Background: an optimization exercise with open tools, aiming at a short achievable clock period and few clock cycles. Do not read the settings as production practice. In this exercise RTL edits were held to simulation tests only and were not proved equivalent to the original. Power figures rest on the tool's default switching activity, not on a simulated workload.

==> job 3694: inputs <==
==> flow/design.v (excerpt) <==
module tenyrCore #(
    parameter tenyrPkg::wordT resetVector = tenyrPkg::defaultResetVector
) (
    input  logic           clk,
    input  logic           reset_n,
    input  logic           enable,
    output tenyrPkg::wordT instrAddr,
    input  tenyrPkg::wordT instrData,
    output tenyrPkg::wordT dataAddr,
    output logic           dataWe,
    output tenyrPkg::wordT dataOut,
    input  tenyrPkg::wordT dataIn,
    input  logic           haltReq,
    output logic           halted
);
Settings: LEC_CHECK=0, ABC_CLOCK_PERIOD_IN_PS=5000, CAP_MARGIN=40, CORE_MARGIN=2, CORE_UTILIZATION=40, SLEW_MARGIN=40, SETUP_SLACK_MARGIN=7; clock period 12.5 ns.
standard.sh (not shown) runs the stock make flow with config.mk's settings and CLKGATE_MAP_FILE= SYNTH_SCRIPT=/design/flow/synth_recipe.tcl, a recipe that flattens the netlist after the stock synthesis.
==> flow/flow/run.sh <==
#!/bin/bash
cp standard.sh standard.sh.txt
cp config.mk config.mk.orig.txt
echo "export SETUP_SLACK_MARGIN = 7" >> config.mk
bash standard.sh > standard.log 2>&1
==> inputs of job 3595, as changes to job 3694 <==
--- a/flow/design.v
+++ b/flow/design.v
@@ -148,37 +148,39 @@
     end
     tenyrPkg::wordT rightX;
     tenyrPkg::wordT csaSum;
     tenyrPkg::wordT csaCarry;
     tenyrPkg::wordT sumA;
     tenyrPkg::wordT sumB;
-    logic           sumCin;
     assign isSub    = (opcode == tenyrPkg::opSub);
     assign addSub   = (opcode == tenyrPkg::opAdd) || isSub;
     assign rightX   = isSub ? ~right : right;
     assign csaSum   = left ^ rightX ^ addend;
     assign csaCarry = (left & rightX) | (left & addend) | (rightX & addend);
     assign sumA     = addSub ? csaSum : opResult;
-    assign sumB     = addSub ? {csaCarry[30:0], 1'b0} : addend;
-    assign sumCin   = isSub;
+    assign sumB     = addSub ? {csaCarry[30:0], isSub} : addend;
     tenyrPkg::wordT needCarry;
     tenyrPkg::wordT makeCarry;
     logic           sumIsPred;
     assign needCarry = sumA ^ sumB ^ predNext;
     assign makeCarry = (sumA & sumB) | ((sumA ^ sumB) & ~predNext);
-    assign sumIsPred = (needCarry == {makeCarry[30:0], sumCin});
+    assign sumIsPred = (needCarry == {makeCarry[30:0], 1'b0});
     tenyrPkg::wordT addendDec;
     tenyrPkg::wordT predInc;
     assign addendDec = addend - 32'd1;
     assign predInc   = predNext + 32'd1;
     assign rhsIsPred = !flagOp ? sumIsPred :
                        flagSet ? (addend == predInc) : (addend == predNext);
     mulStage2 u_mul2 (.rows(mulRows), .sum(mulSum));
-    assign rhs = mulBusy ? mulSum :
-                 !flagOp ? (sumA + sumB + {31'd0, sumCin}) :
-                 flagSet ? addendDec : addend;
+    tenyrPkg::wordT sum;
+    tenyrPkg::wordT other;
+    logic           useSum;
+    assign sum    = sumA + sumB;
+    assign useSum = !mulBusy && !flagOp;
+    assign other  = mulBusy ? mulSum : flagSet ? addendDec : addend;
+    assign rhs    = useSum ? sum : other;
 endmodule
 `default_nettype wire
 module mulStage1 (
     input  wire [31:0] a,
     input  wire [31:0] b,
     input  wire [31:0] c,
@@ -3568,12 +3570,18 @@
     logic           fwdOpZ;
     tenyrPkg::wordT exLeft;        
     tenyrPkg::wordT exRight;
     tenyrPkg::wordT exAddend;
     tenyrPkg::wordT exZ;
     logic [4:0]     exShamtN;
+    tenyrPkg::wordT mulLeftN;
+    tenyrPkg::wordT mulRightN;
+    tenyrPkg::wordT mulAddendN;
+    tenyrPkg::wordT mulLeft;
+    tenyrPkg::wordT mulRight;
+    tenyrPkg::wordT mulAddend;
     logic           mulBusy;       
     logic [6*32-1:0] mulRows;
     logic [6*32-1:0] mulRowsNext;
     logic           memLoad;       
     logic           memMul;        
     logic           memAlu;        
@@ -3623,13 +3631,16 @@
     );
     assign exLeft   = fwdLeft   ? dataAddr : opLeft;
     assign exRight  = fwdRight  ? dataAddr : opRight;
     assign exShamtN = fwdRight  ? ~dataAddr[4:0] : opShamtN;
     assign exAddend = fwdAddend ? dataAddr : opAddend;
     assign exZ      = fwdOpZ    ? dataAddr : opZ;
-    mulStage1 u_mul1 (.a(exLeft), .b(exRight), .c(exAddend), .rows(mulRowsNext));
+    assign mulLeft   = fwdLeft   ? dataAddr : ~mulLeftN;
+    assign mulRight  = fwdRight  ? dataAddr : ~mulRightN;
+    assign mulAddend = fwdAddend ? dataAddr : ~mulAddendN;
+    mulStage1 u_mul1 (.a(mulLeft), .b(mulRight), .c(mulAddend), .rows(mulRowsNext));
     logic running;
     logic loadHazard;
     logic haltNow;
     logic isMul;
     logic mulPlain;     
     logic mulStart;
@@ -3717,22 +3728,28 @@
             if (!stall) begin
                 opLeft    <= baseX;
                 opRight   <= srcSwap ? srcImm : baseY;
                 opShamtN  <= ~(srcSwap ? srcImm[4:0] : baseY[4:0]);
                 opAddend  <= srcSwap ? baseY : srcImm;
                 opZ       <= baseZ;
+                mulLeftN   <= ~baseX;
+                mulRightN  <= ~(srcSwap ? srcImm : baseY);
+                mulAddendN <= ~(srcSwap ? baseY : srcImm);
                 fwdLeft   <= fwdX;
                 fwdRight  <= fwdY && !srcSwap;
                 fwdAddend <= fwdY && srcSwap;
                 fwdOpZ    <= fwdZ;
             end else begin
                 opLeft    <= refX ? memWb : exLeft;
                 opRight   <= (refY && !opSwap) ? memWb : exRight;
                 opShamtN  <= (refY && !opSwap) ? ~memWb[4:0] : exShamtN;
                 opAddend  <= (refY && opSwap) ? memWb : exAddend;
                 opZ       <= refZ ? memWb : exZ;
+                mulLeftN   <= ~(refX ? memWb : mulLeft);
+                mulRightN  <= ~((refY && !opSwap) ? memWb : mulRight);
+                mulAddendN <= ~((refY && opSwap) ? memWb : mulAddend);
                 fwdLeft   <= 1'b0;
                 fwdRight  <= 1'b0;
                 fwdAddend <= 1'b0;
                 fwdOpZ    <= 1'b0;
             end
         end
@@ -3750,25 +3767,25 @@
         end else if (running) begin
             memLoad  <= exGo && !isStore && isDeref;
             memMul   <= exGo && mulPlain;
             memAlu   <= exWrite;
             memStore <= exGo && isStore;
             mulBusy  <= mulStart;
-            if (memJump) begin
+            if (exJump) begin
+                fetchPc    <= rhs;
+                exValid    <= 1'b0;
+            end else if (memJump) begin
                 fetchPc    <= memResult;
                 exValid    <= 1'b0;
             end else if (haltNow) begin
                 fetchPc  <= exPc;
                 halted   <= 1'b1;
                 memLoad  <= 1'b0;
                 memMul   <= 1'b0;
                 memAlu   <= 1'b0;
                 memStore <= 1'b0;
-            end else if (exJump) begin
-                fetchPc    <= rhs;
-                exValid    <= 1'b0;
             end else if (exGo && (isDeref || mulPlain) && !isStore && idxZ == 4'd15) begin
                 exValid    <= 1'b0;
             end else if (!stall) begin
                 fetchPc    <= fetchNext;
                 exValid    <= 1'b1;
             end
Settings changed: ABC_CLOCK_PERIOD_IN_PS 5000 to 2500.
==> inputs of job 6055, as changes to job 3694 <==
--- a/flow/design.v
+++ b/flow/design.v
@@ -148,37 +148,39 @@
     end
     tenyrPkg::wordT rightX;
     tenyrPkg::wordT csaSum;
     tenyrPkg::wordT csaCarry;
     tenyrPkg::wordT sumA;
     tenyrPkg::wordT sumB;
-    logic           sumCin;
     assign isSub    = (opcode == tenyrPkg::opSub);
     assign addSub   = (opcode == tenyrPkg::opAdd) || isSub;
     assign rightX   = isSub ? ~right : right;
     assign csaSum   = left ^ rightX ^ addend;
     assign csaCarry = (left & rightX) | (left & addend) | (rightX & addend);
     assign sumA     = addSub ? csaSum : opResult;
-    assign sumB     = addSub ? {csaCarry[30:0], 1'b0} : addend;
-    assign sumCin   = isSub;
+    assign sumB     = addSub ? {csaCarry[30:0], isSub} : addend;
     tenyrPkg::wordT needCarry;
     tenyrPkg::wordT makeCarry;
     logic           sumIsPred;
     assign needCarry = sumA ^ sumB ^ predNext;
     assign makeCarry = (sumA & sumB) | ((sumA ^ sumB) & ~predNext);
-    assign sumIsPred = (needCarry == {makeCarry[30:0], sumCin});
+    assign sumIsPred = (needCarry == {makeCarry[30:0], 1'b0});
     tenyrPkg::wordT addendDec;
     tenyrPkg::wordT predInc;
     assign addendDec = addend - 32'd1;
     assign predInc   = predNext + 32'd1;
     assign rhsIsPred = !flagOp ? sumIsPred :
                        flagSet ? (addend == predInc) : (addend == predNext);
     mulStage2 u_mul2 (.rows(mulRows), .sum(mulSum));
-    assign rhs = mulBusy ? mulSum :
-                 !flagOp ? (sumA + sumB + {31'd0, sumCin}) :
-                 flagSet ? addendDec : addend;
+    tenyrPkg::wordT sum;
+    tenyrPkg::wordT other;
+    logic           useSum;
+    assign sum    = sumA + sumB;
+    assign useSum = !mulBusy && !flagOp;
+    assign other  = mulBusy ? mulSum : flagSet ? addendDec : addend;
+    assign rhs    = useSum ? sum : other;
 endmodule
 `default_nettype wire
 module mulStage1 (
     input  wire [31:0] a,
     input  wire [31:0] b,
     input  wire [31:0] c,
@@ -3568,12 +3570,18 @@
     logic           fwdOpZ;
     tenyrPkg::wordT exLeft;        
     tenyrPkg::wordT exRight;
     tenyrPkg::wordT exAddend;
     tenyrPkg::wordT exZ;
     logic [4:0]     exShamtN;
+    tenyrPkg::wordT mulLeftN;
+    tenyrPkg::wordT mulRightN;
+    tenyrPkg::wordT mulAddendN;
+    tenyrPkg::wordT mulLeft;
+    tenyrPkg::wordT mulRight;
+    tenyrPkg::wordT mulAddend;
     logic           mulBusy;       
     logic [6*32-1:0] mulRows;
     logic [6*32-1:0] mulRowsNext;
     logic           memLoad;       
     logic           memMul;        
     logic           memAlu;        
@@ -3623,13 +3631,16 @@
     );
     assign exLeft   = fwdLeft   ? dataAddr : opLeft;
     assign exRight  = fwdRight  ? dataAddr : opRight;
     assign exShamtN = fwdRight  ? ~dataAddr[4:0] : opShamtN;
     assign exAddend = fwdAddend ? dataAddr : opAddend;
     assign exZ      = fwdOpZ    ? dataAddr : opZ;
-    mulStage1 u_mul1 (.a(exLeft), .b(exRight), .c(exAddend), .rows(mulRowsNext));
+    assign mulLeft   = fwdLeft   ? dataAddr : ~mulLeftN;
+    assign mulRight  = fwdRight  ? dataAddr : ~mulRightN;
+    assign mulAddend = fwdAddend ? dataAddr : ~mulAddendN;
+    mulStage1 u_mul1 (.a(mulLeft), .b(mulRight), .c(mulAddend), .rows(mulRowsNext));
     logic running;
     logic loadHazard;
     logic haltNow;
     logic isMul;
     logic mulPlain;     
     logic mulStart;
@@ -3717,22 +3728,28 @@
             if (!stall) begin
                 opLeft    <= baseX;
                 opRight   <= srcSwap ? srcImm : baseY;
                 opShamtN  <= ~(srcSwap ? srcImm[4:0] : baseY[4:0]);
                 opAddend  <= srcSwap ? baseY : srcImm;
                 opZ       <= baseZ;
+                mulLeftN   <= ~baseX;
+                mulRightN  <= ~(srcSwap ? srcImm : baseY);
+                mulAddendN <= ~(srcSwap ? baseY : srcImm);
                 fwdLeft   <= fwdX;
                 fwdRight  <= fwdY && !srcSwap;
                 fwdAddend <= fwdY && srcSwap;
                 fwdOpZ    <= fwdZ;
             end else begin
                 opLeft    <= refX ? memWb : exLeft;
                 opRight   <= (refY && !opSwap) ? memWb : exRight;
                 opShamtN  <= (refY && !opSwap) ? ~memWb[4:0] : exShamtN;
                 opAddend  <= (refY && opSwap) ? memWb : exAddend;
                 opZ       <= refZ ? memWb : exZ;
+                mulLeftN   <= ~(refX ? memWb : mulLeft);
+                mulRightN  <= ~((refY && !opSwap) ? memWb : mulRight);
+                mulAddendN <= ~((refY && opSwap) ? memWb : mulAddend);
                 fwdLeft   <= 1'b0;
                 fwdRight  <= 1'b0;
                 fwdAddend <= 1'b0;
                 fwdOpZ    <= 1'b0;
             end
         end
@@ -3750,25 +3767,25 @@
         end else if (running) begin
             memLoad  <= exGo && !isStore && isDeref;
             memMul   <= exGo && mulPlain;
             memAlu   <= exWrite;
             memStore <= exGo && isStore;
             mulBusy  <= mulStart;
-            if (memJump) begin
+            if (exJump) begin
+                fetchPc    <= rhs;
+                exValid    <= 1'b0;
+            end else if (memJump) begin
                 fetchPc    <= memResult;
                 exValid    <= 1'b0;
             end else if (haltNow) begin
                 fetchPc  <= exPc;
                 halted   <= 1'b1;
                 memLoad  <= 1'b0;
                 memMul   <= 1'b0;
                 memAlu   <= 1'b0;
                 memStore <= 1'b0;
-            end else if (exJump) begin
-                fetchPc    <= rhs;
-                exValid    <= 1'b0;
             end else if (exGo && (isDeref || mulPlain) && !isStore && idxZ == 4'd15) begin
                 exValid    <= 1'b0;
             end else if (!stall) begin
                 fetchPc    <= fetchNext;
                 exValid    <= 1'b1;
             end
Settings changed: CORE_UTILIZATION 40 to 60, SLEW_MARGIN 40 to 20.
==> qor summary <==
|  | job 3694 | job 3595 | job 6055 |
|---|---|---|---|
| Outcome | no timing/DRC/antenna violations | no timing/DRC/antenna violations | did not finish |
| Last stage reached | - | - | global routing (5_1_grt) |
| Total power density per cell area | 134 nW/um^2 | 138 nW/um^2 | - |
| Initial Utilization | 40.2% | 40.1% | 60.4% |
| Total stage count of the critical path | 27 | 16 | - |
| Startpoint of the lowest-slack hold path | exPc[5]$_DFFE_PP_ | exPc[5]$_DFFE_PP_ | - |
| DRT antenna net count | 0 | 0 | - |
| Top fanout value on the critical path | 22 | 17 | - |
| Switch share | 37.5% | 37.3% | - |
| Utilization after layout | 49.8% | 50.2% | - |
| Non-clock buffers, area share | 8.82% | 8.56% | - |
| Area Overhead vs Synth | 23.9% | 25.1% | - |
| # clk buffers | 189 | 210 | - |
| Multi-input gates | 6883 | 7202 | - |
| Weighted congestion reported at the end of routability-driven placement | 1.05 | 1.07 | 1.13 |
| FF-to-FF path depth | 27 | 16 | - |
Testbench counts of job 3694, summed over its fixed seeds: cycles 43,278.
Testbench counts of job 3595, summed over its fixed seeds: cycles 43,278.
Testbench counts of job 6055, summed over its fixed seeds: cycles 43,278.

[afterwards: timing with drivers on the ports]
The results above use ideal ports. As a check the final layouts listed here were re-extracted and re-timed, cells and wires unchanged. Step 1 (the two cells are an assumption about what drives the block):
set clk [get_ports {clk}]
set_driving_cell -lib_cell sky130_fd_sc_hd__clkbuf_16 $clk
set_driving_cell -lib_cell sky130_fd_sc_hd__buf_2 [delete_from_list [all_inputs] $clk]
Step 2, shift: input delay + t, output delay - t, t = (earliest + latest rising clock arrival at the registers) / 2. This alone moves slack from input paths to output paths. Three values: no drivers, after step 1, after step 2; two values: the first two.
| run | shift t [ns] | setup WS [ns] | worst register clock-pin slew, ns |
|---|---|---|---|
| job 3694 | 0.959 | 6.050 / 6.050 / 5.919 | 0.08 / 0.08 |
| job 3595 | 0.949 | 6.079 / 6.079 / 5.712 | 0.07 / 0.07 |
After both steps setup and hold are still met in every run listed. The setup slack of job 3595, which loses most, moves by 0.000 ns with the drivers and by -0.367 ns with both steps.
